Background: an optimization exercise with open tools, aiming at small area. Do not read the settings as production practice. Only simulation tests tie the RTL to the original design; equivalence was not proved. Power and IR drop assume default switching activity. The flow treats the clock pin as an ideal source, which a real chip does not have.

==> inputs of wip/yarrow <==
==> flow/design.v <==
module skew_line #(
    parameter int unsigned WIDTH = 8,
    parameter int unsigned DEPTH = 1
) (
    input  logic             clk,
    input  logic [WIDTH-1:0] i_d,
    output logic [WIDTH-1:0] o_q
);
    logic [DEPTH*WIDTH-1:0]     r_sr;
    logic [(DEPTH+1)*WIDTH-1:0] w_nx;
    assign w_nx = {r_sr, i_d};
    always_ff @(posedge clk) begin
        r_sr <= w_nx[DEPTH*WIDTH-1:0];
    end
    assign o_q = r_sr[DEPTH*WIDTH-1 -: WIDTH];
endmodule
module sa32_feeder (
    input  logic               clk,
    input  logic               rstn,
    input  logic               start,
    input  logic [15:0]        k_len,
    input  logic               in_valid,
    output logic               in_ready,
    input  logic [255:0]       in_act,
    input  logic [255:0]       in_weight,
    output logic [255:0]       activation,
    output logic [255:0]       weight,
    output logic               control,
    output logic               busy,
    output logic               done
);
    localparam int unsigned N         = 32;
    localparam int unsigned WIDTH     = 8;
    localparam int unsigned KW        = 16;
    localparam int unsigned FLUSH_CYC = 3 * N - 2;
    typedef enum logic [1:0] {
        IDLE,
        STREAM,
        FLUSH,
        CTRL
    } feeder_state_e;
    feeder_state_e r_state;
    feeder_state_e w_next;
    logic [KW-1:0] r_cnt;
    logic          w_last;
    logic          r_done;
    logic          w_beat;
    logic [N-1:0]  r_vld;
    assign w_beat = (r_state == STREAM) & in_valid;
    assign w_last = (r_cnt == KW'(1));
    always_comb begin
        w_next = r_state;
        case (r_state)
            IDLE:    if (start) w_next = (k_len != '0) ? STREAM : CTRL;
            STREAM:  if (in_valid && w_last) w_next = FLUSH;
            FLUSH:   if (w_last) w_next = CTRL;
            default: w_next = IDLE;
        endcase
    end
    always_ff @(posedge clk or negedge rstn) begin
        if (!rstn) begin
            r_state <= IDLE;
            r_cnt   <= '0;
            r_done  <= 1'b0;
            r_vld   <= '0;
        end else begin
            r_state <= w_next;
            if (r_state == IDLE) begin
                r_cnt <= k_len;
            end else if (w_beat && w_last) begin
                r_cnt <= KW'(FLUSH_CYC);
            end else if (w_beat || r_state == FLUSH) begin
                r_cnt <= r_cnt - KW'(1);
            end
            r_done <= (r_state == CTRL);
            r_vld  <= {r_vld[N-2:0], w_beat};
        end
    end
    for (genvar g = 0; g < N; g++) begin : g_lane
        logic [WIDTH-1:0] w_a, w_w;
        skew_line #(.WIDTH(WIDTH), .DEPTH(g + 1)) u_act_skew (
            .clk (clk),
            .i_d (in_act[(N-1-g)*WIDTH +: WIDTH]),
            .o_q (w_a)
        );
        skew_line #(.WIDTH(WIDTH), .DEPTH(g + 1)) u_w_skew (
            .clk (clk),
            .i_d (in_weight[(N-1-g)*WIDTH +: WIDTH]),
            .o_q (w_w)
        );
        assign activation[(N-1-g)*WIDTH +: WIDTH] = w_a & {WIDTH{r_vld[g]}};
        assign weight[(N-1-g)*WIDTH +: WIDTH]     = w_w & {WIDTH{r_vld[g]}};
    end
    assign in_ready = (r_state == STREAM);
    assign control  = (r_state == CTRL);
    assign busy     = (r_state != IDLE);
    assign done     = r_done;
endmodule
==> flow/flow/run.sh <==
#!/bin/bash
# Standard ORFS layout with two changes: output port buffers are buf_1
# (the input port buffers keep the standard choice, whose delay covers
# input hold against the clock tree's insertion delay), and CTS clusters
# more sinks per leaf buffer and inserts no dummy loads.
set -euo pipefail
here=$(pwd)
export PRE_RESIZE_TCL="$here/flow/outbuf.tcl"
export CTS_ARGS="-sink_clustering_enable -repair_clock_nets -dont_use_dummy_load -sink_clustering_size ${CTS_SIZE:-30} -sink_clustering_max_diameter ${CTS_DIAM:-100}"
bash standard.sh > "$here/standard_flow.log" 2>&1
==> flow/flow/outbuf.tcl <==
# Resize the output port buffers that buffer_ports inserted to buf_1: each
# drives only its port's fixed load.
set n 0
foreach inst [[ord::get_db_block] getInsts] {
  if {[string match "output*" [$inst getName]] && [string match "*buf*" [[$inst getMaster] getName]]} {
    replace_cell [$inst getName] sky130_fd_sc_hd__buf_1
    incr n
  }
}
puts "outbuf.tcl: resized $n output buffers to buf_1"
==> flow/standard.sh <==
#!/bin/bash
# synth_recipe.tcl (not shown) runs the flow's synth.tcl, then flattens the netlist and writes it again
# the make line also repeats each setting of config.mk as NAME=value (left out here)
make -C /OpenROAD-flow-scripts/flow DESIGN_CONFIG=/design/flow/config.mk WORK_HOME=/design/flow/orfs CLKGATE_MAP_FILE= SYNTH_SCRIPT=/design/flow/synth_recipe.tcl "${@:-finish}"
==> flow/config.mk <==
export PLATFORM = sky130hd
export DESIGN_NAME = sa32_feeder
export DESIGN_NICKNAME = sa32_feeder
export VERILOG_FILES = /design/flow/design.v
export SDC_FILE = /design/flow/constraint.sdc
export NUM_CORES = 4
export LEC_CHECK = 0
export CAP_MARGIN = 20
export CORE_MARGIN = 2
export CORE_UTILIZATION = 65
export SLEW_MARGIN = 20
==> flow/constraint.sdc <==
create_clock -name core_clock -period 4.0 [get_ports {clk}]
set_input_delay 0.8000 -clock core_clock [delete_from_list [all_inputs] [get_ports {clk}]]
set_output_delay 0.8000 -clock core_clock [all_outputs]
set_load 0.01 [all_outputs]
==> wip/garnet: changes against wip/yarrow <==
--- a/flow/config.mk
+++ b/flow/config.mk
@@ -8,4 +8,4 @@
 export CAP_MARGIN = 20
 export CORE_MARGIN = 2
-export CORE_UTILIZATION = 65
+export CORE_UTILIZATION = 45
 export SLEW_MARGIN = 20
==> reports/results.ini <==
[outcome]
outcome = finished clean

[layout]
ff_latch_area_um2 = 170000
final_core_util = 0.728
clkCellAreaFrac = 0.0428

[grt]
grt_pass1_wl_mm = 333
antenna_found_initial = 119

[floorplan]
rows = 190
core_um2 = 267000

[worst_setup_path]
r2r-start = r_state[1]
cp_data_arrival_time_ps = 2910

[drt]
routed_wirelength_mm = 233

[place]
placed_cell_area_um2 = 186000

[power_and_ir_drop]
pwr-share-clk = 0.283

-- figures above: wip/yarrow

==> reports/results.ini <==
[outcome]
outcome = finished clean

[power_and_ir_drop]
pwr-share-clk = 0.282

[layout]
final_core_util = 0.509
clkCellAreaFrac = 0.0415

[floorplan]
rows = 228
core_um2 = 386000

[drt]
routed_wirelength_mm = 226

[grt]
grt_pass1_wl_mm = 330

[worst_setup_path]
cp_data_arrival_time_ps = 2860

-- figures above: wip/garnet

## static timing again, ports no longer ideal
Ports are ideal in the flow. The routed layouts listed here were re-timed in OpenROAD. Step 1 (the two cells are an assumption about what drives the block):
set clk [get_ports {clk}]
set_driving_cell -lib_cell sky130_fd_sc_hd__clkbuf_16 $clk
set_driving_cell -lib_cell sky130_fd_sc_hd__buf_2 [delete_from_list [all_inputs] $clk]
Step 2 times the ports against the registers' clock, not the clock port: input delays grow and output delays shrink by t, the midpoint of the rising clock arrivals with the driver on. Three values: ideal ports, drivers, drivers and shift; two values: the first two.
run | t (ns) | slack for setup (ns) | worst data-port slew with drivers (ns)
wip/yarrow | 1.027 | 0.292 / 0.199 / 1.001 | 0.26
wip/garnet | 0.967 | 0.344 / 0.240 / 0.866 | 0.17
After both steps every run listed still meets setup and hold.
